What follows belongs to an exercise in optimizing a design on an open flow for small area; a production flow would make more cautious choices.
Function was checked by simulation only, so behaviour that the tests miss may differ from the original.
Power and IR drop assume default switching activity.

--- flow/run.sh ---
#!/bin/bash
# synth_recipe.tcl (not shown) runs the flow's synth.tcl, then flattens the netlist and writes it again
# the make line also repeats each setting of config.mk as NAME=value (left out here)
make -C /OpenROAD-flow-scripts/flow DESIGN_CONFIG=/design/flow/config.mk WORK_HOME=/design/flow/orfs CLKGATE_MAP_FILE= SYNTH_SCRIPT=/design/flow/synth_recipe.tcl finish
--- flow/config.mk ---
export PLATFORM = sky130hd
export DESIGN_NAME = day08_pair_scheduler
export DESIGN_NICKNAME = day08_pair_scheduler
export VERILOG_FILES = /design/flow/design.v
export SDC_FILE = /design/flow/constraint.sdc
export NUM_CORES = 4
export LEC_CHECK = 0
export CAP_MARGIN = 20
export CORE_MARGIN = 2
export CORE_UTILIZATION = 80
export CTS_BUF_LIST = sky130_fd_sc_hd__clkbuf_16
export CTS_CLUSTER_DIAMETER = 80
export CTS_CLUSTER_SIZE = 30
export SLEW_MARGIN = 20
--- flow/constraint.sdc ---
create_clock -name core_clock -period 5.5 [get_ports {clk}]
set_input_delay 1.1000 -clock core_clock [delete_from_list [all_inputs] [get_ports {clk}]]
set_output_delay 1.1000 -clock core_clock [all_outputs]
set_load 0.01 [all_outputs]
--- flow/design.v ---
`default_nettype none
package day08_pkg;
    localparam int DAY08_COORD_BIT_WIDTH = 32;
    localparam int DAY08_DIMENSIONS      = 3;
    typedef logic [DAY08_COORD_BIT_WIDTH-1:0] coord_t;
    typedef coord_t [0:DAY08_DIMENSIONS-1]    point_t;
endpackage
`default_nettype wire
`default_nettype none
module day08_point_store #(
    parameter int  DEPTH      = 10,
    parameter int  POINT_W    = 96,
    localparam int ROWS       = (DEPTH + 1) / 2
) (
    input  logic               clk,
    input  logic [DEPTH-1:0]   wr_en,
    input  logic [POINT_W-1:0] wr_data,
    input  logic [ROWS-1:0]    rd_even_sel,
    input  logic [ROWS-1:0]    rd_odd_sel,
    output logic [POINT_W-1:0] rd_even,
    output logic [POINT_W-1:0] rd_odd
);
    logic [POINT_W-1:0] r_mem [0:DEPTH-1];
    for (genvar i = 0; i < DEPTH; i++) begin : g_ent
        always_ff @(posedge clk) begin
            if (wr_en[i]) r_mem[i] <= wr_data;
        end
    end
    always_comb begin
        rd_even = '0;
        rd_odd  = '0;
        for (int r = 0; r < ROWS; r++) begin
            rd_even = rd_even | ({POINT_W{rd_even_sel[r]}} & r_mem[2*r]);
            if (2*r+1 < DEPTH)
                rd_odd = rd_odd | ({POINT_W{rd_odd_sel[r]}} & r_mem[2*r+1]);
        end
    end
endmodule
`default_nettype wire
`default_nettype none
module day08_pair_scheduler
#(
    parameter int  MAX_NODE_COUNT  = 10,
    parameter int  COORD_BIT_WIDTH = day08_pkg::DAY08_COORD_BIT_WIDTH,
    parameter int  DIMENSIONS      = day08_pkg::DAY08_DIMENSIONS,
    parameter int  BATCH_SIZE      = 2,
    localparam int INDEX_BIT_WIDTH = $clog2(MAX_NODE_COUNT)
) (
    input  logic                                                       clk,
    input  logic                                                       rst_n,
    input  logic                                                       load_valid,
    output logic                                                       load_ready,
    input  logic [0:DIMENSIONS-1][COORD_BIT_WIDTH-1:0]                 load_coord,
    input  logic                                                       load_last,
    input  logic                                                       in_ready,
    output logic [0:BATCH_SIZE-1][0:DIMENSIONS-1][COORD_BIT_WIDTH-1:0] batch_coords,
    output logic [0:BATCH_SIZE-1][INDEX_BIT_WIDTH-1:0]                 batch_indices,
    output logic [BATCH_SIZE-1:0]                                      batch_valid,
    output logic                                                       batch_line_end,
    output logic                                                       batch_stream_end,
    output logic [INDEX_BIT_WIDTH:0]                                   node_count,
    output logic                                                       done
);
    localparam int PW  = DIMENSIONS * COORD_BIT_WIDTH;
    localparam int IW  = INDEX_BIT_WIDTH;
    localparam int CW  = INDEX_BIT_WIDTH + 1;
    localparam int ROWS = (MAX_NODE_COUNT + 1) / 2;
    logic            r_load;
    logic            r_done;
    logic [CW-1:0]   r_node_count;
    logic [IW-1:0]   r_ref;
    logic            r_par;
    logic [ROWS-1:0] r_even_sel;
    logic [ROWS-1:0] r_odd_sel;
    logic            w_stream;
    logic            w_wr;
    logic            w_last_load;
    logic [MAX_NODE_COUNT-1:0] w_wr_en;
    logic [IW-2:0]   w_even_row;
    logic [IW-2:0]   w_odd_row;
    logic [IW-1:0]   w_idx0;
    logic [IW-1:0]   w_idx1;
    logic [CW-1:0]   w_ref2;
    logic            w_valid1;
    logic            w_line_end;
    logic            w_stream_end;
    logic            w_accept;
    logic [IW-1:0]   w_ref1;
    logic [ROWS-1:0] w_ref1_even_sel;
    logic [ROWS-1:0] w_ref1_odd_sel;
    logic [PW-1:0]   w_even;
    logic [PW-1:0]   w_odd;
    assign w_stream     = !r_load && !r_done;
    assign w_wr         = r_load && load_valid;
    assign w_last_load  = w_wr && (load_last || (r_node_count == CW'(MAX_NODE_COUNT - 1)));
    always_comb begin
        w_even_row = '0;
        w_odd_row  = '0;
        for (int r = 0; r < ROWS; r++) begin
            w_even_row = w_even_row | ({(IW-1){r_even_sel[r]}} & (IW-1)'(r));
            w_odd_row  = w_odd_row  | ({(IW-1){r_odd_sel[r]}}  & (IW-1)'(r));
        end
    end
    assign w_idx0       = {w_odd_row, r_par};
    assign w_idx1       = {w_even_row, !r_par};
    assign w_ref2       = {1'b0, r_ref} + CW'(2);
    assign w_valid1     = ({1'b0, w_idx0} + CW'(1) < r_node_count);
    assign w_line_end   = ({1'b0, w_idx0} + CW'(2) >= r_node_count);
    assign w_stream_end = w_line_end && (w_ref2 >= r_node_count);
    assign w_accept     = w_stream && in_ready;
    for (genvar i = 0; i < MAX_NODE_COUNT; i++) begin : g_we
        assign w_wr_en[i] = w_wr && (r_node_count[IW-1:0] == IW'(i));
    end
    always_ff @(posedge clk or negedge rst_n) begin
        if (!rst_n) begin
            r_load       <= 1'b1;
            r_done       <= 1'b0;
            r_node_count <= '0;
        end else begin
            if (w_wr) begin
                r_node_count <= r_node_count + CW'(1);
            end
            if (w_last_load) begin
                r_load <= 1'b0;
            end
            if (w_accept && w_stream_end) begin
                r_done <= 1'b1;
            end
        end
    end
    assign w_ref1 = r_ref + IW'(1);
    for (genvar r = 0; r < ROWS; r++) begin : g_sel
        assign w_ref1_even_sel[r] = ((w_ref1 + IW'(1)) >> 1) == IW'(r);
        assign w_ref1_odd_sel[r]  = (w_ref1 >> 1) == IW'(r);
    end
    always_ff @(posedge clk) begin
        if (w_last_load) begin
            r_ref      <= '0;
            r_par      <= 1'b0;
            r_even_sel <= ROWS'(1);
            r_odd_sel  <= ROWS'(1);
        end else if (w_accept) begin
            if (w_line_end) begin
                r_ref      <= w_ref1;
                r_par      <= w_ref1[0];
                r_even_sel <= w_ref1_even_sel;
                r_odd_sel  <= w_ref1_odd_sel;
            end else begin
                r_even_sel <= r_even_sel << 1;
                r_odd_sel  <= r_odd_sel << 1;
            end
        end
    end
    day08_point_store #(
        .DEPTH   (MAX_NODE_COUNT),
        .POINT_W (PW)
    ) u_store (
        .clk         (clk),
        .wr_en       (w_wr_en),
        .wr_data     (load_coord),
        .rd_even_sel (r_even_sel),
        .rd_odd_sel  (r_odd_sel),
        .rd_even     (w_even),
        .rd_odd      (w_odd)
    );
    assign batch_coords[0]  = r_par ? w_odd : w_even;
    assign batch_coords[1]  = r_par ? w_even : w_odd;
    assign batch_indices[0] = w_idx0;
    assign batch_indices[1] = w_idx1;
    assign batch_valid      = {w_stream && w_valid1, w_stream};
    assign batch_line_end   = w_stream && w_line_end;
    assign batch_stream_end = w_stream && w_stream_end;
    assign load_ready       = r_load;
    assign done             = r_done;
    assign node_count       = r_node_count;
endmodule
`default_nettype wire
==> results by group <==
Timing
  – Max-slew headroom: 0.2270
  – Max frequency: 202.5 MHz
  – Min Tclk post-route: 4938 ps
  – Final setup viols: 0
  – Worst slew pin tran: 1157 ps
  – Final WS setup: 562.3 ps
  – Final Hold Fails: 0
  – Clk_skew: 26.69 ps
  – RSZ-0062 raised after global routing: false
  – Final Cycle Share: 0.8978
  – Max Transition Viols Final: 0

Synthesis
  – Synthesized area: 36690 um^2
  – Cells after synthesis: 2165
  – Syn_nets: 2290
  – YS warnings: 3
  – Synth unique cells: 49
  – Largest family of logic cells by synthesized area: compound AO/OA/AOI/OAI gates
  – Sequential fraction of the synthesis area: 0.7982
  – Most frequent cell after synthesis: edfxtp_1
  – #FFs+latches synth: 981
  – XOR/XNOR share of the synthesized area: 0.003103
  – Synth top cells by count: 960 x edfxtp_1, 199 x nor2_1, 195 x a31oi_1, 192 x a222oi_1, 192 x a22oi_1
  – Largest cells by area after synthesis: edfxtp_1 79%, a222oi_1 5.2%, a22oi_1 3.9%, a31oi_1 3.3%, nor2_1 2.0%
  – Synth Area in Adders: 0.008492
  – Async set or reset register ratio after synthesis: 0.007136
  – Fraction of the mapped netlist area in simple logic gates: 0.04120
  – Number of synthesized flops with an enable pin: 960
  – Top-area cell type share of the netlist area: 0.7857
  – Share of synthesized area spent on multiplexers: 0.0005797
  – Synth Area per Inst: 16.95 um^2
  – Post-synth top area cell: edfxtp_1
  – Synth Area in Compound Gates: 0.1295
  – Post-synth top flop: edfxtp_1

Clock tree
  – Clock transition at path regs: 120 ps
  – Clock Tree Buf Depth: 3
  – Setup bufs post-CTS: 0
  – CTS Sinks: 981
  – CTS tree: built
  – CTS resizes: 0
  – Hold Buf Count CTS: 0
  – H-tree Lvls: 2
  – Worst-Skew Late Latency: 620 ps
  – Total CTS buffers: 38
  – CTS Root Cell: clkbuf_16

Power
  – Psw: 7.582 mW
  – Pint: 13.26 mW
  – Sw Ratio: 0.3638
  – Comb pwr share: 0.404
  – Flop pwr share: 0.428
  – Clk network pwr share: 0.167
  – Pwr dens: 502.5 nW/um^2
  – Peak supply drop: 443.6 uV
  – Pleak: 13.01 nW

Setup path
  – RR Startpoint: r_load
  – Crit path kind: flip-flop to output port
  – Required @ worst endpoint: 4400 ps
  – CP startpoint: r_odd_sel[1]
  – Cell chain of the critical path: buf_4 -> a22oi_1 -> nand2_1 -> nor2_1 -> a31oi_1 -> clkdlybuf4s50_1
  – Worst-path fanout max: 67
  – Worst setup SP type: flip-flop
  – Worst setup EP type: output port
  – Slowest CP cell: buf_4
  – CP arrival: 3840 ps
  – Max stage delay on crit path: 840 ps

Route
  – ANT nets after route: 0
  – Vias per cell: 8.171
  – DR vias: 24460
  – Met2 wire len: 50180 um
  – Met3 WL: 15680 um
  – Starting DRT DRC Count: 5770
  – WL met1: 31260 um
  – WL/cell: 34.13 um
  – DRT Pass-1 Iters: 11
  – WL final: 102200 um
  – DRC Markers: 0
  – Highest routed layer: met5

Die
  – Chip width: 218.2 um
  – Die Area: 47590 um^2
  – Core ar.: 45280 um^2
  – Die H: 218.2 um
  – Top Ports: 312
  – Initial core utilization: 0.8102
  – Rows: 78

Status
  – Status: complete, no violations

Global route
  – Grt total ovfl: 0
  – Vias in the first global route: 23820
  – Pin count of the biggest net entering global routing: 201
  – Overall routing resource usage: 0.4282
  – First-pass GRT wire length: 148400 um
  – Initial antenna violation count: 2

Hold path
  – Worst hold-check path type: flip-flop to flip-flop
  – HP Start: r_load

Place
  – IO Port Bufs: 311
  – GP Congestion: 0.8359
  – Placed inst area: 40370 um^2
  – Worst slack at placement: 1359 ps
  – Post-detail-place hpwl: 53440 um

Finish
  – Design Area, Final: 41470 um^2
  – Share of layout cells above drive strength 1: 0.04431
  – Nets: 2508
  – Area growth syn-to-layout: 13.03%

Run
  – MaxCap Viol Count: 0
layout make-up:
type,count,area (um^2)
clock inverters,10,95.09
multi-input cells,1008,6763
well taps,600,750.7
diodes,1,2.502
clock buffers,39,975.9
flip-flops and latches,981,29330
repair buffers,343,3511
inverters,11,46.29
fillers,1421,3814
registers in the layout (all words and copies together) (netlist names):
name and flops:
r_even_sel 5, r_ref 4, r_node_count 5, r_odd_sel 5, r_done 1, r_load 1
u_store.r_mem 960
per-stage QoR:
stage / hold WS (ps) / instances / power, mW / utilization / setup TNS [ps]
floorplan: 527.5 / 2165 / 12.85 / - / -2846
global placement: 524.5 / 2942 / 16.67 / 0.8915 / 0
global route: 559.3 / 2993 / 21.27 / 0.9158 / 0
finish: 549.6 / 2993 / 20.84 / 0.9158 / 0
detailed placement: 536.5 / 2942 / 17.02 / 0.8915 / 0
CTS: 548.3 / 2991 / 20.51 / 0.9151 / 0
worst paths after layout:
check,slack (ps),cells past startpoint,end
max,560,6,batch_coords[116]
min,550,1,r_load
max reg2reg,2480,4,u_store.r_mem[2][7]
min reg2reg,550,1,r_load
max in group asynchronous,4460,1,r_load
min in group asynchronous,730,1,r_node_count[3]
logic make-up (layout without fill, tap and decap cells):
kind of cell / after synthesis / after routing
simple gates: 367 / 367
fa+ha+maj: 25 / 25
mux: 2 / 2
other cells: 0 / 1
buf+inv: 176 / 403
flops: 981 / 981
xor+xnor: 13 / 13
compound gates: 601 / 601
power groups by stage:
stage	Clock, mW	Sequential, mW	Combinational [mW]
after CTS	3.44	8.90	8.17
after global routing	3.63	8.91	8.73
after floorplan	0	8.44	4.41
final	3.48	8.93	8.43
after global placement	0	9.06	7.61
after detailed placement	0	9.06	7.96
layer usage:
| layer | up-vias | GRT usage |
|---|---|---|
| li1 | 9426 | - |
| met4 | 2 | 0.1891 |
| met3 | 495 | 0.09617 |
| met2 | 2970 | 0.6959 |
| met5 | - | 0 |
| met1 | 11560 | 0.5690 |
worst max-delay path: cells and delay by family (launching register included):
family | cells | cell delay [ps]
DFF | 1 | 690
and+or+nand+nor | 2 | 220
AOI/OAI and AO/OA | 2 | 700
buffers and inverters | 2 | 1520
cell usage in the layout, fill, tap and decap left out, types with 24 or more instances in the layout:
cell type          n
a31oi_1          195
clkdlybuf4s50_1  311
nand2_1          109
ha_1              24
clkbuf_16         39
a22oi_1          192
a222oi_1         192
nor2_1           199
edfxtp_1         960

-- afterwards: timing with drivers on the ports --
How much do the figures lean on ideal ports? The routed layout below was timed once more, with nothing changed but the port constraints.
Step 1 (the two cells are an assumption about what drives the block):
set clk [get_ports {clk}]
set_driving_cell -lib_cell sky130_fd_sc_hd__clkbuf_16 $clk
set_driving_cell -lib_cell sky130_fd_sc_hd__buf_2 [delete_from_list [all_inputs] $clk]
Step 2 adds t to the input delays and takes it off the output delays; t is the mean of the earliest and latest rising clock arrival at the registers after step 1. Input paths then give back, and output paths get back, about the clock's delay inside the block.
a / b / c = ideal ports / drivers / drivers and shift; a / b = the first two.
t (ns): 0.667
setup WS [ns]: 0.562 / 0.503 / 1.170
worst setup path after step 2: register to output
latest minus earliest clock arrival (ns): 0.035 / 0.035
worst data-port slew with drivers (ns): 0.08
After both steps setup and hold are still met in this run. The setup slack of this run moves by -0.059 ns with the drivers and by +0.608 ns with both steps.
